Source: an optimization exercise on an open RTL-to-GDS flow (aim: small area and a short achievable clock period). Production flows keep margins and buffers that such runs may drop.
RTL that was checked went through simulation tests only; none was proved equivalent to the original.
Power is estimated from default activity; no workload was simulated.

// invaders_top
module invaders_top #(
    parameter int ALIEN_COLS = 6,
    parameter int ALIEN_ROWS = 3
) (
    input  wire logic        clk,
    input  wire logic        reset,
    input  wire logic        frame_tick,
    input  wire logic        fire,
    input  wire logic        left,
    input  wire logic        right,
    input  wire logic        wb_cyc,
    input  wire logic        wb_stb,
    input  wire logic        wb_we,
    input  wire logic [2:0]  wb_adr,
    input  wire logic [31:0] wb_dat_w,
    output logic [31:0]      wb_dat_r,
    output logic             wb_ack
);
clock: 6.0 ns
lec_check: 0
abc_area: 1
cap_margin: 20
core_margin: 2
core_utilization: 40
cts_buf_list: sky130_fd_sc_hd__clkbuf_4 sky130_fd_sc_hd__clkbuf_8
setup_slack_margin: 3.4
slew_margin: 20
standard.sh (not shown) runs the stock make flow with config.mk's settings and CLKGATE_MAP_FILE= SYNTH_SCRIPT=/design/flow/synth_recipe.tcl, a recipe that flattens the netlist after the stock synthesis.
==> flow/flow/run.sh <==
#!/bin/bash
# The standard layout (the standard.sh), with buf_4 cells as the port
# buffers instead of the delay cells buffer_ports picks by default.
set -euo pipefail
export BUFFER_PORTS_ARGS="-buffer_cell sky130_fd_sc_hd__buf_4"
bash standard.sh > standard.log 2>&1
Rerun with:
--- a/flow/design.v
+++ b/flow/design.v
@@ -68,37 +68,18 @@
         ge_c = 1'b1;
         for (int i = 0; i < 10; i++)
             ge_c = k[i] ? (a[i] && ge_c) : (a[i] || ge_c);
     endfunction
     function automatic logic le_c(input logic [9:0] a, input logic [9:0] k);
         le_c = 1'b1;
         for (int i = 0; i < 10; i++)
             le_c = k[i] ? (!a[i] || le_c) : (!a[i] && le_c);
     endfunction
-    function automatic logic [9:0] add(input logic [9:0] a, input logic [9:0] b, input logic cin);
-        logic [9:0] g, p, gg, pp, gn, pn;
-        g  = a & b;
-        p  = a ^ b;
-        gg = g;
-        pp = p;
-        gg[0] = g[0] | (p[0] & cin);
-        for (int d = 1; d < 10; d = d * 2) begin
-            gn = gg;
-            pn = pp;
-            for (int i = d; i < 10; i++) begin
-                gn[i] = gg[i] | (pp[i] & gg[i-d]);
-                pn[i] = pp[i] & pp[i-d];
-            end
-            gg = gn;
-            pp = pn;
-        end
-        add = p ^ {gg[8:0], cin};
-    endfunction
     function automatic logic [9:0] incdec(input logic [9:0] x, input logic dec);
         for (int i = 0; i < 10; i++)
             incdec[i] = x[i] ^ (dec ? ~|(x & ((10'd1 << i) - 10'd1)) : &(x | ~((10'd1 << i) - 10'd1)));
     endfunction
     function automatic logic [7:0] score_of(input logic [2:0] q, input logic [1:0] r);
         score_of = {q, 5'b0} - {4'b0, q, 1'b0} + {3'b0, r, 3'b0} + {5'b0, r, 1'b0};
     endfunction
     function automatic logic [63:0] move_table();
         for (int i = 0; i < 64; i++) move_table[i] = (i % 8) + (i / 8) >= 7;
@@ -217,23 +198,20 @@
         end
     end
     logic [6:0]  t;
     logic [4:0]  k;
     logic        t_mid, t_hi, t_lo;
     logic [5:0]  col_hit;
     logic [2:0]  row_hit;
     logic [17:0] hit_vec;
     logic        kill;
-    logic [9:0]  t10, k10;
-    assign t10   = add({4'd0, rxb}, ~{4'd0, fb, 1'b0}, 1'b1);
-    assign k10   = add({6'd0, rxa}, ~{{5{fa[4]}}, fa}, 1'b1);
-    assign t     = t10[6:0];
-    assign k     = k10[4:0];
+    assign t     = {1'b0, rxb} - {1'b0, fb, 1'b0};
+    assign k     = {1'b0, rxa} - fa;
     assign t_mid = ge_c(10'(t), 10'd118) || le_c(10'(t), 10'd11);      
     assign t_hi  = ge_c(10'(t), 10'd50) && le_c(10'(t), 10'd63);       
     assign t_lo  = ge_c(10'(t), 10'd64) && le_c(10'(t), 10'd79);       
     always_comb begin
         for (int c = 0; c < 6; c++)
             col_hit[c] = (k == 5'(c) && t_mid) || (k == 5'(c - 1) && t_hi) || (k == 5'(c + 1) && t_lo);
         row_hit[0] = (ra_ == 6'd2 && ge_c(10'(rb), 10'd4)) || (ra_ == 6'd3 && le_c(10'(rb), 10'd2));
         row_hit[1] = (ra_ == 6'd4 && ge_c(10'(rb), 10'd6)) || (ra_ == 6'd5 && le_c(10'(rb), 10'd4));
         row_hit[2] = (ra_ == 6'd6 && ge_c(10'(rb), 10'd9)) || (ra_ == 6'd7 && le_c(10'(rb), 10'd7));
@@ -277,23 +255,20 @@
     logic [5:0] shoot_xb;
     logic [4:0] shoot_a, shoot_b;
     assign shoot_xb = ge_c(10'(fb), 10'd28) ? 6'({fb, 1'b0} - 6'd56) : 6'({fb, 1'b0} + 6'd4);
     assign shoot_xa = 4'(fa + 5'(scol) + 5'(ge_c(10'(fb), 10'd28)));
     assign shoot_a  = fn + 5'(3 + 2 * int'(srow));
     assign shoot_b  = 5'(6 + 5 * int'(srow));
     logic [6:0] e;
     logic [4:0] ad;
     logic       overlap_x, overlap_y, ship_hit;
-    logic [9:0] e10, ad10;
-    assign e10 = add({4'd0, lxb}, ~{4'd0, sb}, 1'b1);
-    assign ad10 = add({6'd0, lxa}, ~{6'd0, sa}, 1'b1);
-    assign e  = e10[6:0];
-    assign ad = ad10[4:0];
+    assign e  = {1'b0, lxb} - {1'b0, sb};
+    assign ad = {1'b0, lxa} - {1'b0, sa};
     assign overlap_x = (ad == 5'd0  && (ge_c(10'(e), 10'd122) || le_c(10'(e), 10'd15)))
                     || (ad == 5'd1  && ge_c(10'(e), 10'd64) && le_c(10'(e), 10'd83))
                     || (ad == 5'h1f && ge_c(10'(e), 10'd54) && le_c(10'(e), 10'd63));
     assign overlap_y = (la_ == 5'd21 && ge_c(10'(lb), 10'd18)) || la_ == 5'd22 || (la_ == 5'd23 && le_c(10'(lb), 10'd9));
     assign ship_hit  = la && overlap_x && overlap_y;     
     logic laser_end;                             
     assign laser_end = ge_c(10'(la_), 10'd24) || (la_ == 5'd23 && ge_c(10'(lb), 10'd17));
     always_ff @(posedge clk or posedge reset) begin
         if (reset) begin
The changed run completed with no timing, DRC or antenna violations. Total power rises by well over a third. Sequential power rises by a quarter to a third. Global-route usage falls by 0.75 points. Clock skew is about the same. Synthesized area falls slightly. Via count falls by a few percent. Maximum frequency barely changes. Worst hold slack hardly moves. Cell count falls by a few percent.
No run of this note included a check of the RTL's function; only the layout flow was run.

Setup of v6:
Another version of the RTL of invaders_top (not shown whole).
Size in the first run: about 1400 cells after synthesis.
==> flow/design.v (excerpt) <==
module invaders_top #(
    parameter int ALIEN_COLS = 6,
    parameter int ALIEN_ROWS = 3
) (
    input  wire logic        clk,
    input  wire logic        reset,
    input  wire logic        frame_tick,
    input  wire logic        fire,
    input  wire logic        left,
    input  wire logic        right,
    input  wire logic        wb_cyc,
    input  wire logic        wb_stb,
    input  wire logic        wb_we,
    input  wire logic [2:0]  wb_adr,
    input  wire logic [31:0] wb_dat_w,
    output logic [31:0]      wb_dat_r,
    output logic             wb_ack
);
clock: 6.0 ns
lec_check: 0
abc_area: 1
cap_margin: 20
core_margin: 2
core_utilization: 40
cts_buf_list: sky130_fd_sc_hd__clkbuf_4 sky130_fd_sc_hd__clkbuf_8
setup_slack_margin: 3.8
slew_margin: 20
Scripts as last shown in full above: flow/flow/run.sh
> inputs changed (v6 -> v7)
-- flow/design.v --
<<< v6, line 138
    assign req  = wb_cyc && wb_stb && !wb_ack;
    assign step = frame_tick && run && !game_over && !game_win;
    logic [7:0]  score;
    logic [17:0] read_data;
    assign score = score_of(wb_adr[0] ? hq : kq, wb_adr[0] ? hr : kr);
    always_comb begin
        case (wb_adr)
            3'd0:    read_data = {17'b0, run};
            3'd1:    read_data = {14'b0, game_over, game_win, lives};
            3'd2,
            3'd3:    read_data = {10'b0, score};
            3'd4:    read_data = {8'b0, ship_x};
            3'd5:    read_data = alive;
>>> v7, line 138
    assign req  = wb_cyc && wb_stb && !wb_ack;
    assign step = frame_tick && run && !game_over && !game_win;
    logic [7:0]  score, high_score;
    logic [17:0] read_data;
    assign score      = score_of(kq, kr);
    assign high_score = score_of(hq, hr);
    always_comb begin
        case (wb_adr)
            3'd0:    read_data = {17'b0, run};
            3'd1:    read_data = {14'b0, game_over, game_win, lives};
            3'd2:    read_data = {10'b0, score};
            3'd3:    read_data = {10'b0, high_score};
            3'd4:    read_data = {8'b0, ship_x};
            3'd5:    read_data = alive;
[summary]
- There was hardly any difference in post-route clock period utilization between v7 and v6.
- Delta (v7 minus v6): multiplexer fraction of the synthesized cell area neither gained nor lost much; synthesized cell count picked up an extra 57; total of clock buffers placed in the layout picked up an extra 3; per-instance average area after synthesis lost 1.9%; count of fill cells added during filler insertion picked up an extra about 3.5%.
- Sum of routed wire segments on met1 of v7 falls short of that of v6 slightly.
- Compared with v6, v7 shows vias per cell lower by 1.4%.
- Via count | v7 above v6
- On die footprint, v6 beats v7.
- Between v7 and v6, the relative area change from synthesis to final layout figures differ only marginally.
- Of the two values seen for worst setup path startpoint, fx[0]$_DFFE_PP1P_ was produced by v7 and fx[3]$_DFFE_PP1P_ by v6.
- Sequential share of layout area in v7 is 0.57 points lower than in v6
- From v6 to v7 the numbers moved as follows: met3 usage in global routing essentially unchanged; fraction of power consumed by the clock network increased 2.6 points.

== run a ==
invaders_top, a different RTL version from the one above (not shown whole).
For scale: ~11000 um^2 of cells after synthesis.
Settings: LEC_CHECK=0, CAP_MARGIN=20, CORE_MARGIN=2, CORE_UTILIZATION=40, SETUP_SLACK_MARGIN=4, SLEW_MARGIN=20; clock period 6.0 ns.
run.sh (not shown) runs the stock make flow with config.mk's settings and CLKGATE_MAP_FILE= SYNTH_SCRIPT=/design/flow/synth_recipe.tcl, a recipe that flattens the netlist after the stock synthesis.
Stock flow here: none of the scripts above is used.
### run a -> run b
-- flow/design.v --
<<< run a, line 135
    assign req  = wb_cyc && wb_stb && !wb_ack;
    assign step = frame_tick && run && !game_over && !game_win;
    logic [7:0]  score, high_score;
    logic [17:0] read_data;
    assign score      = score_of(kq, kr);
    assign high_score = score_of(hq, hr);
    always_comb begin
        case (wb_adr)
            3'd0:    read_data = {17'b0, run};
            3'd1:    read_data = {14'b0, game_over, game_win, lives};
            3'd2:    read_data = {10'b0, score};
            3'd3:    read_data = {10'b0, high_score};
            3'd4:    read_data = {8'b0, ship_x};
            3'd5:    read_data = alive;
>>> run b, line 135
    assign req  = wb_cyc && wb_stb && !wb_ack;
    assign step = frame_tick && run && !game_over && !game_win;
    logic [2:0]  sel_q;
    logic [1:0]  sel_r;
    logic [17:0] read_data;
    assign sel_q = wb_adr[0] ? hq : kq;
    assign sel_r = wb_adr[0] ? hr : kr;
    always_comb begin
        case (wb_adr)
            3'd0:    read_data = {17'b0, run};
            3'd1:    read_data = {14'b0, game_over, game_win, lives};
            3'd2,
            3'd3:    read_data = {10'b0, score_of(sel_q, sel_r)};
            3'd4:    read_data = {8'b0, ship_x};
            3'd5:    read_data = alive;
<<< run a, line 191
    assign move = ({1'b0, count} + {1'b0, kq}) >= 4'd7;
    logic fmove, fdrop;
    assign fmove = move && !hit_edge;            
    assign fdrop = move && hit_edge;             
    logic [5:0]  col_hit;
    logic [2:0]  row_hit;
>>> run b, line 192
    assign move = ({1'b0, count} + {1'b0, kq}) >= 4'd7;
    logic fmove, fdrop;
    assign fmove = step && move && !hit_edge;    
    assign fdrop = step && move && hit_edge;     
    logic [5:0]  col_hit;
    logic [2:0]  row_hit;
<<< run a, line 208
                hit_vec[r*6+c] = alive[r*6+c] && col_hit[c] && row_hit[r];
    end
    assign kill = ra && (|hit_vec);              
    logic       r_top;
    always_comb begin
>>> run b, line 209
                hit_vec[r*6+c] = alive[r*6+c] && col_hit[c] && row_hit[r];
    end
    assign kill = step && ra && (|hit_vec);
    logic       r_top;
    always_comb begin
<<< run a, line 253
    assign overlap  = (ge_c(dxl, 10'd1014) || le_c(dxl, 10'd11))
                   && ge_c({1'b0, ly}, 10'd438) && le_c({1'b0, ly}, 10'd469);
    assign ship_hit = la && overlap;             
    always_ff @(posedge clk or posedge reset) begin
        if (reset) begin
>>> run b, line 254
    assign overlap  = (ge_c(dxl, 10'd1014) || le_c(dxl, 10'd11))
                   && ge_c({1'b0, ly}, 10'd438) && le_c({1'b0, ly}, 10'd469);
    assign ship_hit = step && la && overlap;
    always_ff @(posedge clk or posedge reset) begin
        if (reset) begin
<<< run a, line 286
            kr        <= '0;
        end else begin
            if (step && kill) begin
                if (kr == 2'd2) begin
                    kr <= 2'd0;
>>> run b, line 287
            kr        <= '0;
        end else begin
            if (kill) begin
                if (kr == 2'd2) begin
                    kr <= 2'd0;
<<< run a, line 294
                end
            end
            if (step && ship_hit && lives != 2'd0) lives <= lives - 2'd1;
            if (lives == 2'd0 || bottom_reached) game_over <= 1'b1;
            if (alive == '0) game_win <= 1'b1;
>>> run b, line 295
                end
            end
            if (ship_hit && lives != 2'd0) lives <= lives - 2'd1;
            if (lives == 2'd0 || bottom_reached) game_over <= 1'b1;
            if (alive == '0) game_win <= 1'b1;
## What came out
Run b: all stages complete, timing, DRC and antenna checks passed
Any difference in clock network contribution to total cell area between run b and run a is small enough to ignore.
On setup slack of the critical path after layout: between run a and run b, it ends up higher for run a.
Summary of run b over run a: fraction of power consumed by the clock network lower, worst setup slack for register-to-register paths lower, multi-input combinational gate total lower, delay of the slowest cell on the worst path higher, maximum number of pins on one net before global-route repair lower.
Summary of run b over run a: global-route wire length before repair now smaller; wire length now smaller.
No run of this note included a check of the RTL's function; only the layout flow was run.

afterwards: timing with drivers on the ports:
How much do the figures lean on ideal ports? The routed layouts below were timed once more, with nothing changed but the port constraints.
Step 1 sets driving cells, clkbuf_16 on the clock port and buf_2 on the other inputs (assumed; they add their load-dependent delay and slew).
Step 2 moves the port delays by t, midway between the first and last clock arrival at a register: inputs arrive t later, outputs are due t later. That takes back most of the time a late clock gives input paths.
Three values: ideal ports, drivers, drivers and shift; two values: the first two.
run | shift t [ns] | slack for setup (ns) | clock arrival spread, ns
the first run of note 1 | 0.518 | 3.197 / 3.197 / 2.904 | 0.020 / 0.021
the second run of note 1 | 0.503 | 3.197 / 3.197 / 2.902 | 0.017 / 0.018
v6 | 0.516 | 3.615 / 3.519 / 3.003 | 0.022 / 0.021
v7 | 0.520 | 3.621 / 3.621 / 3.399 | 0.021 / 0.021
run a | 0.485 | 1.910 / 1.910 / 1.910 | 0.012 / 0.011
run b | 0.487 | 1.820 / 1.820 / 1.820 | 0.015 / 0.015
After both steps setup and hold are still met in every run listed. For v6, which loses most, drivers alone change the setup slack by -0.096 ns; drivers and shift together by -0.612 ns.
